This design comes from an exercise in tuning for small area on the open sky130 flow, not from production work.
The RTL was checked by simulation tests, not by an equivalence proof against the original design.
Power is estimated from default activity; no workload was simulated.

## design/flow/config.mk

```make
export PLATFORM = sky130hd
export DESIGN_NAME = scan_top
export DESIGN_NICKNAME = scan_top
export VERILOG_FILES = /design/flow/design.v
export SDC_FILE = /design/flow/constraint.sdc
export NUM_CORES = 4
export LEC_CHECK = 0
export CAP_MARGIN = 20
export CORE_MARGIN = 2
export CORE_UTILIZATION = 40
export SLEW_MARGIN = 20
```

## design/flow/constraint.sdc

```tcl
create_clock -name core_clock -period 5.0 [get_ports {w_clk_1}]
set_input_delay 1.0000 -clock core_clock [delete_from_list [all_inputs] [get_ports {w_clk_1}]]
set_output_delay 1.0000 -clock core_clock [all_outputs]
set_load 0.01 [all_outputs]
```

## design/flow/design.v

```verilog
package cis_pkg;
localparam int adc_w      = 12;                  
localparam int on_cnt_w   = 16;                  
typedef logic [adc_w-1:0] adc_sample_t;
localparam adc_sample_t const_pattern = 12'hA5A;     
typedef enum logic [1:0]
{
    color_red   = 2'd0,
    color_green = 2'd1,
    color_blue  = 2'd2
} color_t;
typedef enum logic [1:0]
{
    mode_off    = 2'd0,                          
    mode_mono   = 2'd1,                          
    mode_rgb    = 2'd2                           
} line_mode_t;
typedef enum logic [1:0]
{
    src_adc     = 2'd0,
    src_ramp    = 2'd1,
    src_const   = 2'd2
} pix_src_t;
typedef struct packed
{
    color_t         color;                       
    logic [5:0]     line_idx;                    
    adc_sample_t    samp0;                       
    adc_sample_t    samp1;                       
} pix_word_t;
endpackage
package mem_pkg;
localparam int addr_w     = 28;                  
localparam int done_cnt_w = 16;                  
typedef logic [addr_w-1:0] mem_addr_t;
localparam mem_addr_t word_bytes = 28'd4;        
typedef enum logic [1:0]
{
    wr_idle     = 2'd0,                          
    wr_pop      = 2'd1,                          
    wr_write    = 2'd2                           
} wr_state_t;
endpackage
`timescale 1ns/10ps
module cis_line_sequencer
#(
    parameter int LINE_CLKS = 64
)
(
    input  logic                            w_clk_1,
    input  logic                            w_adc_rst,
    input  cis_pkg::line_mode_t             mode,
    input  logic [cis_pkg::on_cnt_w-1:0]    r_on_cnt,
    input  logic [cis_pkg::on_cnt_w-1:0]    g_on_cnt,
    input  logic [cis_pkg::on_cnt_w-1:0]    b_on_cnt,
    output logic                            si,
    output cis_pkg::color_t                 color,
    output logic [2:0]                      lrgb         
);
localparam int pos_w = (LINE_CLKS > 1) ? $clog2(LINE_CLKS) : 1;
logic [pos_w-1:0]               pos_cnt;             
logic                           line_end;
logic                           line_start;
cis_pkg::color_t                color_nxt;
logic [cis_pkg::on_cnt_w-1:0]   on_cnt_nxt;
logic [cis_pkg::on_cnt_w-1:0]   led_left;            
logic                           led_on;
assign line_end   = (pos_cnt == pos_w'(LINE_CLKS - 1));
assign line_start = line_end && (mode != cis_pkg::mode_off);
always_comb
begin
    if (mode == cis_pkg::mode_rgb)
    begin
        case (color)
            cis_pkg::color_red:     color_nxt = cis_pkg::color_green;
            cis_pkg::color_green:   color_nxt = cis_pkg::color_blue;
            default:                color_nxt = cis_pkg::color_red;
        endcase
    end
    else
    begin
        color_nxt = cis_pkg::color_red;              
    end
end
always_comb
begin
    case (color_nxt)
        cis_pkg::color_green:   on_cnt_nxt = g_on_cnt;
        cis_pkg::color_blue:    on_cnt_nxt = b_on_cnt;
        default:                on_cnt_nxt = r_on_cnt;
    endcase
end
always_ff @(posedge w_clk_1)
begin
    if (w_adc_rst)
    begin
        pos_cnt  <= '0;
        si       <= 1'b0;
        color    <= cis_pkg::color_blue;             
        led_left <= '0;
    end
    else
    begin
        pos_cnt <= line_end ? '0 : pos_cnt + 1'b1;   
        si      <= line_start;
        if (line_start)
        begin
            color    <= color_nxt;
            led_left <= on_cnt_nxt;                  
        end
        else if (mode == cis_pkg::mode_off)
        begin
            led_left <= '0;
        end
        else if (led_on)
        begin
            led_left <= led_left - 1'b1;
        end
    end
end
assign led_on = (led_left != '0);
assign lrgb   = led_on ? ~(3'b001 << color) : 3'b111;
endmodule
`timescale 1ns/10ps
module pixel_packer
#(
    parameter int PIX_PER_LINE = 16
)
(
    input  logic                    w_clk_1,
    input  logic                    w_adc_rst,
    input  cis_pkg::adc_sample_t    dc,
    input  cis_pkg::pix_src_t       src_sel,
    input  logic                    si,
    input  cis_pkg::color_t         color,
    output cis_pkg::pix_word_t      pix_word,
    output logic                    pix_dv
);
localparam int k_w = (PIX_PER_LINE > 2) ? $clog2(PIX_PER_LINE) : 1;
cis_pkg::adc_sample_t   adc_q;                   
cis_pkg::adc_sample_t   src_val;
cis_pkg::adc_sample_t   first_q;                 
logic [k_w-1:0]         samp_k;                  
logic                   samp_act;
logic [5:0]             line_cnt;
logic [5:0]             line_l;
cis_pkg::color_t        color_l;
always_comb
begin
    case (src_sel)
        cis_pkg::src_ramp:  src_val = cis_pkg::adc_sample_t'(samp_k);
        cis_pkg::src_const: src_val = cis_pkg::const_pattern;
        default:            src_val = adc_q;
    endcase
end
always_ff @(posedge w_clk_1)
begin
    if (w_adc_rst)
    begin
        samp_act <= 1'b0;
        samp_k   <= '0;
        pix_dv   <= 1'b0;
        line_cnt <= '0;
    end
    else
    begin
        pix_dv <= samp_act && samp_k[0];         
        if (si)
        begin
            samp_act <= 1'b1;
            samp_k   <= '0;
            line_cnt <= line_cnt + 1'b1;         
        end
        else if (samp_act)
        begin
            samp_k <= samp_k + 1'b1;
            if (samp_k == k_w'(PIX_PER_LINE - 1))
                samp_act <= 1'b0;                
        end
    end
end
always_ff @(posedge w_clk_1)
begin
    adc_q <= dc;
    if (si)
    begin
        color_l <= color;
        line_l  <= line_cnt;
    end
    if (samp_act && !samp_k[0])
        first_q <= src_val;
    if (samp_act && samp_k[0])
    begin
        pix_word.color    <= color_l;
        pix_word.line_idx <= line_l;
        pix_word.samp0    <= first_q;
        pix_word.samp1    <= src_val;
    end
end
endmodule
`timescale 1ns/10ps
module pixel_fifo
#(
    parameter int FIFO_DEPTH  = 16,
    parameter int AFULL_LEVEL = 12
)
(
    input  logic                    w_clk_1,
    input  logic                    w_adc_rst,
    input  cis_pkg::pix_word_t      wr_data,
    input  logic                    wr_en,
    input  logic                    rd_en,
    output cis_pkg::pix_word_t      rd_data,     
    output logic                    empty,
    output logic                    afull,
    output logic                    ovr          
);
localparam int ptr_w = (FIFO_DEPTH > 1) ? $clog2(FIFO_DEPTH) : 1;
localparam int cnt_w = $clog2(FIFO_DEPTH + 1);
logic [31:0]            mem [0:FIFO_DEPTH-1];    
logic [ptr_w-1:0]       wr_ptr;
logic [ptr_w-1:0]       rd_ptr;
logic [cnt_w-1:0]       count;
logic                   full;
logic                   wr_ok;
logic                   rd_ok;
function automatic logic [ptr_w-1:0] ptr_inc(input logic [ptr_w-1:0] p);
    ptr_inc = (p == ptr_w'(FIFO_DEPTH - 1)) ? ptr_w'(0) : ptr_w'(p + 1'b1);
endfunction
assign full  = (count == cnt_w'(FIFO_DEPTH));
assign empty = (count == '0);
assign afull = (count >= cnt_w'(AFULL_LEVEL));
assign wr_ok = wr_en && !full;                   
assign rd_ok = rd_en && !empty;
assign rd_data = mem[rd_ptr];
always_ff @(posedge w_clk_1)
begin
    if (wr_ok)
        mem[wr_ptr] <= wr_data;
end
always_ff @(posedge w_clk_1)
begin
    if (w_adc_rst)
    begin
        wr_ptr <= '0;
        rd_ptr <= '0;
        count  <= '0;
        ovr    <= 1'b0;
    end
    else
    begin
        if (wr_ok)
            wr_ptr <= ptr_inc(wr_ptr);
        if (rd_ok)
            rd_ptr <= ptr_inc(rd_ptr);
        case ({wr_ok, rd_ok})
            2'b10:   count <= count + 1'b1;
            2'b01:   count <= count - 1'b1;
            default: count <= count;
        endcase
        if (wr_en && full)
            ovr <= 1'b1;
    end
end
endmodule
`timescale 1ns/10ps
module sdram_writer
(
    input  logic                                w_clk_1,
    input  logic                                w_adc_rst,
    input  logic                                dma_on,
    input  mem_pkg::mem_addr_t                  start_adr,
    input  mem_pkg::mem_addr_t                  buf_size,    
    input  cis_pkg::pix_word_t                  fifo_data,
    input  logic                                fifo_empty,
    output logic                                fifo_rd,
    output mem_pkg::mem_addr_t                  mem_address,
    output logic [31:0]                         mem_writedata,
    output logic                                mem_write,
    input  logic                                mem_waitrequest,
    output logic [mem_pkg::done_cnt_w-1:0]      done_cnt
);
mem_pkg::wr_state_t     state;
mem_pkg::mem_addr_t     beat_cnt;                
logic                   leave_idle;
logic                   beat_done;
logic                   buf_end;
assign leave_idle = (state == mem_pkg::wr_idle) && dma_on && !fifo_empty;
assign beat_done  = (state == mem_pkg::wr_write) && !mem_waitrequest;
assign buf_end    = beat_done && (beat_cnt + 1'b1 == buf_size);
assign fifo_rd    = (state == mem_pkg::wr_pop);
assign mem_write  = (state == mem_pkg::wr_write);
always_ff @(posedge w_clk_1)
begin
    if (w_adc_rst)
    begin
        state    <= mem_pkg::wr_idle;
        beat_cnt <= '0;
        done_cnt <= '0;
    end
    else
    begin
        case (state)
            mem_pkg::wr_idle:
            begin
                if (leave_idle)
                    state <= mem_pkg::wr_pop;
            end
            mem_pkg::wr_pop:
            begin
                state <= mem_pkg::wr_write;      
            end
            mem_pkg::wr_write:
            begin
                if (beat_done)
                    state <= mem_pkg::wr_idle;
            end
            default:
            begin
                state <= mem_pkg::wr_idle;
            end
        endcase
        if (buf_end)
        begin
            beat_cnt <= '0;                      
            done_cnt <= done_cnt + 1'b1;
        end
        else if (beat_done)
        begin
            beat_cnt <= beat_cnt + 1'b1;
        end
    end
end
always_ff @(posedge w_clk_1)
begin
    if (leave_idle && (beat_cnt == '0))
        mem_address <= start_adr;                
    else if (beat_done)
        mem_address <= mem_address + mem_pkg::word_bytes;
    if (state == mem_pkg::wr_pop)
        mem_writedata <= fifo_data;
end
endmodule
`timescale 1ns/10ps
module scan_top
#(
    parameter int LINE_CLKS    = 64,
    parameter int PIX_PER_LINE = 16,
    parameter int FIFO_DEPTH   = 16,
    parameter int AFULL_LEVEL  = 12
)
(
    input  logic                                w_clk_1,
    input  logic                                w_adc_rst,
    input  cis_pkg::adc_sample_t                dc,
    input  cis_pkg::line_mode_t                 mode,
    input  cis_pkg::pix_src_t                   src_sel,
    input  logic [cis_pkg::on_cnt_w-1:0]        r_on_cnt,
    input  logic [cis_pkg::on_cnt_w-1:0]        g_on_cnt,
    input  logic [cis_pkg::on_cnt_w-1:0]        b_on_cnt,
    output logic [2:0]                          lrgb,
    output logic                                si,
    input  logic                                dma_on,
    input  mem_pkg::mem_addr_t                  start_adr,
    input  mem_pkg::mem_addr_t                  buf_size,
    output mem_pkg::mem_addr_t                  mem_address,
    output logic [31:0]                         mem_writedata,
    output logic                                mem_write,
    input  logic                                mem_waitrequest,
    output logic [mem_pkg::done_cnt_w-1:0]      done_cnt,
    output logic                                fifo_afull,
    output logic                                fifo_ovr
);
cis_pkg::color_t        color;
cis_pkg::pix_word_t     pix_word;
logic                   pix_dv;
cis_pkg::pix_word_t     fifo_data;
logic                   fifo_empty;
logic                   fifo_rd;
cis_line_sequencer
#(
    .LINE_CLKS      ( LINE_CLKS     )
)
cis_line_sequencer
(
    .w_clk_1        ( w_clk_1       ),
    .w_adc_rst      ( w_adc_rst     ),
    .mode           ( mode          ),
    .r_on_cnt       ( r_on_cnt      ),
    .g_on_cnt       ( g_on_cnt      ),
    .b_on_cnt       ( b_on_cnt      ),
    .si             ( si            ),   
    .color          ( color         ),
    .lrgb           ( lrgb          )
);
pixel_packer
#(
    .PIX_PER_LINE   ( PIX_PER_LINE  )
)
pixel_packer
(
    .w_clk_1        ( w_clk_1       ),
    .w_adc_rst      ( w_adc_rst     ),
    .dc             ( dc            ),
    .src_sel        ( src_sel       ),
    .si             ( si            ),
    .color          ( color         ),
    .pix_word       ( pix_word      ),
    .pix_dv         ( pix_dv        )
);
pixel_fifo
#(
    .FIFO_DEPTH     ( FIFO_DEPTH    ),
    .AFULL_LEVEL    ( AFULL_LEVEL   )
)
pixel_fifo
(
    .w_clk_1        ( w_clk_1       ),
    .w_adc_rst      ( w_adc_rst     ),
    .wr_data        ( pix_word      ),
    .wr_en          ( pix_dv        ),   
    .rd_en          ( fifo_rd       ),
    .rd_data        ( fifo_data     ),
    .empty          ( fifo_empty    ),
    .afull          ( fifo_afull    ),
    .ovr            ( fifo_ovr      )
);
sdram_writer sdram_writer
(
    .w_clk_1            ( w_clk_1           ),
    .w_adc_rst          ( w_adc_rst         ),
    .dma_on             ( dma_on            ),
    .start_adr          ( start_adr         ),
    .buf_size           ( buf_size          ),
    .fifo_data          ( fifo_data         ),
    .fifo_empty         ( fifo_empty        ),
    .fifo_rd            ( fifo_rd           ),
    .mem_address        ( mem_address       ),
    .mem_writedata      ( mem_writedata     ),
    .mem_write          ( mem_write         ),
    .mem_waitrequest    ( mem_waitrequest   ),
    .done_cnt           ( done_cnt          )
);
endmodule
```

## design/flow/run.sh

```bash
#!/bin/bash
# synth_recipe.tcl (not shown) runs the flow's synth.tcl, then flattens the netlist and writes it again
# the make line also repeats each setting of config.mk as NAME=value (left out here)
make -C /OpenROAD-flow-scripts/flow DESIGN_CONFIG=/design/flow/config.mk WORK_HOME=/design/flow/orfs CLKGATE_MAP_FILE= SYNTH_SCRIPT=/design/flow/synth_recipe.tcl finish
```

==> run notes <==
[worst max-delay path by stage]
stage                                                startpoint                                           to  slack (ns)
floorplan                      pixel_fifo.count[0]$_SDFFE_PP0P_               pixel_fifo.mem[3][0]$_DFFE_PP_        1.21
detailed placement                                      mode[1]  cis_line_sequencer.led_left[7]$_SDFFE_PP0P_        1.18
global placement                                        mode[1]  cis_line_sequencer.led_left[7]$_SDFFE_PP0P_        1.27
CTS                 cis_line_sequencer.led_left[2]$_SDFFE_PP0P_                                      lrgb[2]        0.88
finish              cis_line_sequencer.led_left[2]$_SDFFE_PP0P_                                      lrgb[2]        0.91
global route        cis_line_sequencer.led_left[2]$_SDFFE_PP0P_                                      lrgb[1]        0.75
[cells by family after synthesis]
| logic type | share of synthesized area, % |
|---|---|
| AO/OA/AOI/OAI | 3.40 |
| multiplexers | 12.8 |
| AND/OR/NAND/NOR | 7.41 |
| flip-flops | 70.4 |
| XOR/XNOR | 3.27 |
| buffers and inverters | 1.68 |
| adder cells (fa/ha/maj) | 0.952 |
[registers in the layout (all words and copies together) (netlist names), 2 cells and up]
register / count
pixel_fifo.mem: 512
pixel_packer.pix_word: 32
sdram_writer.mem_writedata: 32
sdram_writer.beat_cnt: 28
sdram_writer.mem_address: 28
cis_line_sequencer.led_left: 16
sdram_writer.done_cnt: 16
pixel_packer.adc_q: 12
pixel_packer.first_q: 12
cis_line_sequencer.pos_cnt: 6
pixel_packer.line_cnt: 6
pixel_packer.line_l: 6
pixel_fifo.count: 5
pixel_fifo.rd_ptr: 4
pixel_fifo.wr_ptr: 4
pixel_packer.samp_k: 4
cis_line_sequencer.color: 2
pixel_packer.color_l: 2
sdram_writer.state: 2
[cells in the final DEF (no fill, tap or decap), drive strengths merged, types with 24 or more instances in the layout]
master | netlist | routed
a21oi | 30 | 30
and3 | 24 | 24
buf | 31 | 32
clkbuf | 65 | 107
clkdlybuf4s50 | 0 | 205
clkinv | 0 | 27
dfxtp | 109 | 109
edfxtp | 624 | 624
inv | 28 | 32
mux4 | 160 | 160
nand2 | 102 | 102
nand3 | 35 | 35
nor2 | 130 | 130
nor3 | 31 | 31
nor4 | 24 | 24
o21ai | 52 | 52
xnor2 | 55 | 55
xor2 | 56 | 56
[power by group through the flow]
stage,registers (W),clock network (W),logic (W)
2_1_floorplan,0.00675,0,0.000354
3_5_place_dp,0.00676,0,0.000550
5_1_grt,0.00664,0.00592,0.000616
4_1_cts,0.00663,0.00569,0.000557
3_3_place_gp,0.00676,0,0.000548
6_report,0.00663,0.00556,0.000558
[cell type report]
cell class                 count  area [um^2]  share of cell area, %
antenna                        1         2.50                0.00706
clock buffer                 107         2170                   6.13
clock inverter                36          318                  0.896
inverter                      28          105                  0.296
multi-input combinational    909         8410                   23.7
sequential                   733        20900                   59.0
tap                          959         1200                   3.38
timing repair buffer         237         2330                   6.56
[stage by stage]
stage | cell area [um^2] | total power, W
final | 35500 | 0.0128
after global routing | 35500 | 0.0132
after CTS | 35500 | 0.0129
after detailed placement | 33000 | 0.00731
after global placement | 33000 | 0.00731
after floorplan | 29700 | 0.00710
[layer usage]
layer  vias to the layer above  routed length (um)  track usage (%)
met1                      8397               29800             24.6
met5                         -                  12                0
met2                       497               33000             29.2
li1                       7369                   -                -
met3                       100                3400             3.04
met4                         2                1300             4.19
[worst max-delay path, stage by stage, from the launching register on]
cell and delay (ns):
sky130_fd_sc_hd__dfxtp_1 0.33, sky130_fd_sc_hd__or3_1 0.41, sky130_fd_sc_hd__or3_1 0.42, sky130_fd_sc_hd__nor2b_1 0.29, sky130_fd_sc_hd__nand2_1 0.30, sky130_fd_sc_hd__nand3b_1 0.18, sky130_fd_sc_hd__clkdlybuf4s50_1 0.55
[synth_stat cells (14+ instances only)]
cell	count	area, um^2
sky130_fd_sc_hd__buf_1	17	63.8
sky130_fd_sc_hd__xnor2_1	55	482
sky130_fd_sc_hd__nor4_1	22	138
sky130_fd_sc_hd__a21oi_1	30	150
sky130_fd_sc_hd__o21ai_0	49	245
sky130_fd_sc_hd__mux2_2	14	158
sky130_fd_sc_hd__ha_1	21	263
sky130_fd_sc_hd__and3_1	24	150
sky130_fd_sc_hd__a211oi_1	17	128
sky130_fd_sc_hd__nor2b_1	19	119
sky130_fd_sc_hd__nand4_1	19	119
sky130_fd_sc_hd__dfxtp_1	109	2180
sky130_fd_sc_hd__nand2_1	102	383
sky130_fd_sc_hd__mux4_2	160	3600
sky130_fd_sc_hd__a22oi_1	19	143
sky130_fd_sc_hd__nor2_1	129	484
sky130_fd_sc_hd__edfxtp_1	624	18700
sky130_fd_sc_hd__nor3_1	30	150
sky130_fd_sc_hd__clkbuf_1	63	236
sky130_fd_sc_hd__inv_1	28	105
sky130_fd_sc_hd__nand3_1	34	170
sky130_fd_sc_hd__xor2_1	56	490
==> PnR_summary.wiki <==
{| class="wikitable"
! Metric !! Value
|-
| Result of the run || complete, no violations
|-
| Combinational group share of total power || under 10%
|-
| Arrival time reported for the critical path endpoint || 3.09 ns
|-
| Largest net degree at the start of global routing || between 70 and 80
|-
| Wire length reported by the detailed router || 67.5 mm
|-
| Dpl ws || approximately 1.2 ns
|-
| Average cell area after synthesis || 16.8 um^2
|-
| Hold Path End || pixel_packer.pix_word[31]$_DFFE_PP_
|-
| Deepest clock path buffer count || 3
|-
| Non-filler instance count after layout || roughly 3000
|-
| Part of the power in the clock network || 43.6%
|-
| Count of flip-flops with a built-in enable after synthesis || ~620
|-
| Post-synth design cell area || between 20000 and 30000 um^2
|-
| Top_reg_cell synth || sky130_fd_sc_hd__edfxtp_1
|-
| Maximum clock frequency || approximately 0.24 GHz
|-
| Global-route wire length before repair || 103 mm
|-
| Share of cells above drive strength 1 || around 18%
|-
| Buffers on Ports || around 210
|-
| Cell count after synthesis || between 1500 and 2000
|-
| Fraction of power spent switching nets || 20.9%
|-
| Largest vdd supply drop || approximately 0.00025 V
|-
| Clock Root Buffer || sky130_fd_sc_hd__clkbuf_16
|-
| Setup violators final || 0
|-
| Transition time at the pin with the least slew margin || approximately 1.0 ns
|-
| Fin crit period || just over 4 ns
|-
| Count of endpoints failing hold in the final timing report || 0
|-
| Count of state elements after synthesis || roughly 730
|-
| Standard-cell rows || 99
|-
| Number of maximum-capacitance violations || 0
|-
| Sequential cell fraction of total power || between 50% and 60%
|-
| Total number of yosys warnings || 4
|-
| Asr flop ratio synth || 0%
|-
| Nature of the critical path endpoint || primary output
|-
| Final worst hold slack || about 0.42 ns
|-
| Reg-to-reg endpoint || sdram_writer.done_cnt[8]$_SDFFE_PP0P_
|-
| Vias post-DR || between 15000 and 20000
|-
| Category of the most critical setup path || flip-flop to primary output
|-
| Post-CTS Setup Inserts || 0
|-
| Die height || 276 um
|-
| Cell depth of the worst hold path || 0
|-
| Worst Setup Slack, final || 0.905 ns
|-
| Number of sinks on the clock net || between 700 and 800
|-
| Number of nets with antenna violations after routing || 0
|-
| DPL Wire Length || approximately 39 mm
|-
| Average wire per cell in the routed design || between 20 and 25 um
|-
| HP Class || flip-flop to flip-flop
|-
| First-pass detailed-route iteration total || 5
|-
| Worst slew margin || ~31%
|-
| Number of violations reported at the end of detailed-routing iteration 0 || 1472
|-
| Number of global-route vias before repair || approximately 17000
|-
| Count of H-tree levels built during CTS || 3
|-
| Source of the worst register-to-register timing path || sdram_writer.beat_cnt[5]$_SDFFE_PP0P_
|-
| Final Core Density || 48.4%
|-
| Clock tree from TritonCTS || yes
|-
| WP data required || 4.00 ns
|-
| Setup Skew || ~0.024 ns
|-
| Drt via density || 5.44
|-
| Power per cell area || between 300 and 400 nW/um^2
|-
| Area of the die || 76400 um^2
|-
| # placed instances || 2866
|-
| Number of antenna violations at the first check in global routing || 2
|-
| Number of buffers created by CTS || 78
|-
| RePlAce Congestion || about 0.83
|-
| Final period utilization || 81.9%
|-
| Resize count post-CTS || 0
|-
| Element type at the critical path start || flip-flop
|-
| Setup TNS || 0 ns
|-
| P_leak || between 10 and 15 nW
|-
| Int Pwr || slightly above 0.01 W
|-
| Count of unresolved DRC violations after routing || 0
|-
| Layout Area Growth over Synthesis || 19.4%
|-
| Flop-to-flop setup slack || about 1.2 ns
|-
| Clock transition at the registers of the reported paths || around 0.06 ns
|-
| RSZ-0062 raised after global routing || no
|-
| Starting density of the core || 40.6%
|-
| Beginning of the worst hold path || pixel_packer.color_l[1]$_DFFE_PP_
|-
| Net switching power figure || roughly 0.0027 W
|-
| Net count after synthesis || 1912
|-
| DIE WIDTH || between 200 and 300 um
|-
| Fillers || ~6100
|-
| Core Box Area || between 70000 and 80000 um^2
|-
| GR Overflow Total || 0
|-
| Total number of nets in the final design || ~2100
|-
| Number of cells traversed by the worst register-to-register path || 9
|-
| Final-report max-slew violation count || 0
|-
| Part of the Yosys area used for sequential elements || between 70 and 80%
|-
| Clk Latency, worst-skew pair || 0.62 ns
|-
| Overall track demand over capacity in global routing || around 18%
|-
| Count of hold buffers inserted by post-cts repair || 0
|-
| Maximum net fanout on the critical path || 8
|-
| Count of boundary I/O pins || between 200 and 250
|-
| Distinct cell type count of the synthesized netlist || between 60 and 70
|}

-- separate check: timing with driven ports --
How much do the figures lean on ideal ports? The routed layout below was timed once more, with nothing changed but the port constraints.
Step 1 (the two cells are an assumption about what drives the block):
set clk [get_ports {w_clk_1}]
set_driving_cell -lib_cell sky130_fd_sc_hd__clkbuf_16 $clk
set_driving_cell -lib_cell sky130_fd_sc_hd__buf_2 [delete_from_list [all_inputs] $clk]
Step 2, shift: input delay + t, output delay - t, t = (earliest + latest rising clock arrival at the registers) / 2. This alone moves slack from input paths to output paths.
Three values: ideal ports, drivers, drivers and shift; two values: the first two.
t, ns: 0.676
setup WS [ns]: 0.905 / 0.836 / 1.061
latest minus earliest clock arrival (ns): 0.025 / 0.025
worst data-port slew with drivers (ns): 0.07
pins driven straight from the clock port: 1
After both steps setup and hold are still met in this run. For this run, drivers alone change the setup slack by -0.069 ns; drivers and shift together by +0.156 ns.
